From an optimization exercise on the open Yosys and OpenROAD flow, aimed at small area, a short achievable clock period and few clock cycles per item; shortcuts taken in it are not production practice. Power is estimated from default activity; no workload was simulated.

## run 1
==> flow/design.v (excerpt) <==
module compute_core (
    input  logic         clk,
    input  logic         reset,
    input  logic         start,
    input  logic [15:0]  block_id,
    input  logic [7:0]   base_address,
    input  logic [2:0]   num_warps,
    input  logic [3:0]   imem_ready,
    input  logic [127:0] imem_data,
    output logic [3:0]   imem_req_valid,
    output logic [31:0]  imem_req_addr,
    input  logic         dmem_ready,
    output logic         dmem_store_valid,
    output logic [1:0]   dmem_store_warp,
    output logic [31:0]  dmem_store_addr,
    output logic [63:0]  dmem_store_data,
    output logic         done
);
    logic        run;         
    logic        fin;         
    logic        fresh;       
    logic        done_q;
    logic [1:0]  cw;          
    logic [1:0]  lastw;       
    logic [2:0]  nw_q;
    logic [15:0] bid_q;
    logic [7:0]  base_q;
    logic [7:0]  pc;
    logic        idle;        
  ...
==> flow/config.mk <==
export PLATFORM = sky130hd
export DESIGN_NAME = compute_core
export DESIGN_NICKNAME = compute_core
export VERILOG_FILES = /design/flow/design.v
export SDC_FILE = /design/flow/constraint.sdc
export NUM_CORES = 4
export LEC_CHECK = 0
export ABC_AREA = 1
export CAP_MARGIN = 20
export CELL_PAD_IN_SITES_DETAIL_PLACEMENT = 1
export CELL_PAD_IN_SITES_GLOBAL_PLACEMENT = 2
export CORE_MARGIN = 2
export CORE_UTILIZATION = 25
export PLACE_DENSITY = 0.5
export SLEW_MARGIN = 20
==> flow/constraint.sdc <==
create_clock -name core_clock -period 13.0 [get_ports {clk}]
set_input_delay 2.6000 -clock core_clock [delete_from_list [all_inputs] [get_ports {clk}]]
set_output_delay 2.6000 -clock core_clock [all_outputs]
set_load 0.01 [all_outputs]
standard.sh (not shown) runs the stock make flow with config.mk's settings and CLKGATE_MAP_FILE= SYNTH_SCRIPT=/design/flow/synth_recipe.tcl, a recipe that flattens the netlist after the stock synthesis.
==> flow/flow/run.sh <==
#!/bin/bash
# The standard layout (the standard.sh, unchanged synthesis), with the
# setup repair aimed at a shorter period than the SDC's: each repair_timing
# call works until every path has this much slack left at the SDC's period.
export SETUP_SLACK_MARGIN=8.7
cp standard.sh standard_sh.log
bash standard.sh > standard.log 2>&1
Changes in run 2 relative to run 1:
- CTS_CLUSTER_SIZE newly set to 30
- ABC_AREA removed (was 1)
- CTS_CLUSTER_DIAMETER newly set to 100
## What came out
In run 2, the synthesized area came out 3.0% above the value in run 1.
The largest family of logic cells by synthesized area comes out compound AO/OA/AOI/OAI gates in one run and simple AND/OR/NAND/NOR gates in the other, namely in run 2 and run 1 respectively.
Going from run 1 to run 2, worst slack on hold paths increased by 0.019 ns relative to the old numbers, total number of tap cells increased by about 4.5% relative to the old numbers, clock group total power decreased by 37% relative to the old numbers, number of clock buffer instances in the layout decreased by 170 relative to the old numbers, number of standard cells in the layout, taps in and fillers out decreased by about 13% relative to the old numbers.
Changes in run 3 relative to run 2:
- CTS_CLUSTER_DIAMETER: 100 -> unset
- CTS_CLUSTER_SIZE: 30 -> unset
[run 3] wire length of the first global-routing pass rose about 0.7% relative to run 2. Run 3 ended up with ex1_b[17]$_DFFE_PN_ as its critical path startpoint; run 2 ended up with ex1_sub$_DFF_P_. Summary — overall track demand over capacity in global routing, run 3 relative to run 2: higher, by 0.17 points. NOTE: post-route clock period utilization in run 3 exceeds that of run 2.
No run of this note included a check of the RTL's function; only the layout flow was run.

---

## the previous run
compute_core, a different RTL version from the one above (not shown whole).
For scale: about 9,000 cells after synthesis, ~1,300 flip-flops, ~300 I/O pins.
==> flow/design.v (excerpt) <==
module compute_core (
    input  logic         clk,
    input  logic         reset,
    input  logic         start,
    input  logic [15:0]  block_id,
    input  logic [7:0]   base_address,
    input  logic [2:0]   num_warps,
    input  logic [3:0]   imem_ready,
    input  logic [127:0] imem_data,
    output logic [3:0]   imem_req_valid,
    output logic [31:0]  imem_req_addr,
    input  logic         dmem_ready,
    output logic         dmem_store_valid,
    output logic [1:0]   dmem_store_warp,
    output logic [31:0]  dmem_store_addr,
    output logic [63:0]  dmem_store_data,
    output logic         done
);
clock: 13.0 ns
lec_check: 0
abc_area: 1
cap_margin: 20
cell_pad_in_sites_detail_placement: 1
cell_pad_in_sites_global_placement: 2
core_margin: 2
core_utilization: 25
cts_cluster_diameter: 80
cts_cluster_size: 24
place_density: 0.5
slew_margin: 20
==> flow/flow/run.sh <==
#!/bin/bash
# The standard layout (the standard.sh, unchanged synthesis), with two
# changes to how it is made:
# - the setup repair aims at a shorter period than the SDC's: each
#   repair_timing call works until every path has this much slack left at
#   the SDC's period;
# - the port buffers are buf_2 cells rather than the delay cells buffer_ports
#   picks by default (every port still gets its buffer).
export SETUP_SLACK_MARGIN=8.7
export BUFFER_PORTS_ARGS="-buffer_cell sky130_fd_sc_hd__buf_2"
cp standard.sh standard_sh.log
bash standard.sh > standard.log 2>&1
The previous run: done, clean on timing, DRC and antenna
Here is what was changed in the inputs of the current run compared with the previous run.
# the previous run
export LEC_CHECK = 0
export ABC_AREA = 1
export CAP_MARGIN = 20
export CELL_PAD_IN_SITES_DETAIL_PLACEMENT = 1
export CELL_PAD_IN_SITES_GLOBAL_PLACEMENT = 2
export CORE_MARGIN = 2
export CORE_UTILIZATION = 25
export CTS_CLUSTER_DIAMETER = 80
export CTS_CLUSTER_SIZE = 24
export PLACE_DENSITY = 0.5
export SLEW_MARGIN = 20
create_clock -name core_clock -period 13.0 [get_ports {clk}]
# the current run
export LEC_CHECK = 0
export CAP_MARGIN = 20
export CELL_PAD_IN_SITES_DETAIL_PLACEMENT = 1
export CELL_PAD_IN_SITES_GLOBAL_PLACEMENT = 2
export CORE_MARGIN = 2
export CORE_UTILIZATION = 25
export CTS_CLUSTER_DIAMETER = 80
export CTS_CLUSTER_SIZE = 24
export PLACE_DENSITY = 0.5
export SLEW_MARGIN = 20
create_clock -name core_clock -period 13.0 [get_ports {clk}]
==> flow/flow/run.sh <==
#!/bin/bash
# The standard layout (the standard.sh, unchanged synthesis), with the
# setup repair aimed at a shorter period than the SDC's: each repair_timing
# call works until every path has this much slack left at the SDC's period.
export SETUP_SLACK_MARGIN=8.7
cp standard.sh standard_sh.log
bash standard.sh > standard.log 2>&1
[summary]
The current run closes out successfully: all stages finished, all timing, DRC and antenna checks passed.
The current run against the previous run: inverter count of the layout excluding clock inverters lower; total buffers and inverters traversed by the critical path now larger; count of clock-buffer cells in the layout decreased about 5.5%; switching share of total power went down 5.9 points; met3 wire length now smaller.
sky130_fd_sc_hd__nand2_1 as the most common cell after layout, fill and taps aside was reported by the previous run, and sky130_fd_sc_hd__edfxtp_1 by the current run.
Power: the current run draws less than the previous run
Side by side, share of the synthesized area in compound gates (AO/OA/AOI/OAI) turned out lower in the current run than in the previous run.
No run of this note included a check of the RTL's function; only the layout flow was run.

==> static timing again, ports no longer ideal <==
How much do the figures lean on ideal ports? The routed layouts below were timed once more, with nothing changed but the port constraints. Step 1 sets driving cells, clkbuf_16 on the clock port and buf_2 on the other inputs (assumed; they add their load-dependent delay and slew). Step 2 moves the port delays by t, midway between the first and last clock arrival at a register: inputs arrive t later, outputs are due t later. That takes back most of the time a late clock gives input paths. a / b / c = ideal ports / drivers / drivers and shift; a / b = the first two.
run	shift t [ns]	setup slack, ns	hold WS [ns]	worst data-port slew with drivers (ns)
run 1	0.975	8.575 / 8.462 / 7.878	0.339 / 0.339 / 0.339	0.09
run 2	0.846	8.704 / 8.641 / 7.950	0.358 / 0.358 / 0.358	0.09
run 3	0.928	8.624 / 8.534 / 7.875	0.327 / 0.327 / 0.327	0.10
the previous run	1.009	8.462 / 8.353 / 8.011	0.344 / 0.344 / 0.344	0.12
the current run	0.874	8.615 / 8.526 / 7.867	0.343 / 0.343 / 0.343	0.11
After both steps setup and hold are still met in every run listed. The setup slack of run 2, which loses most, moves by -0.063 ns with the drivers and by -0.754 ns with both steps.
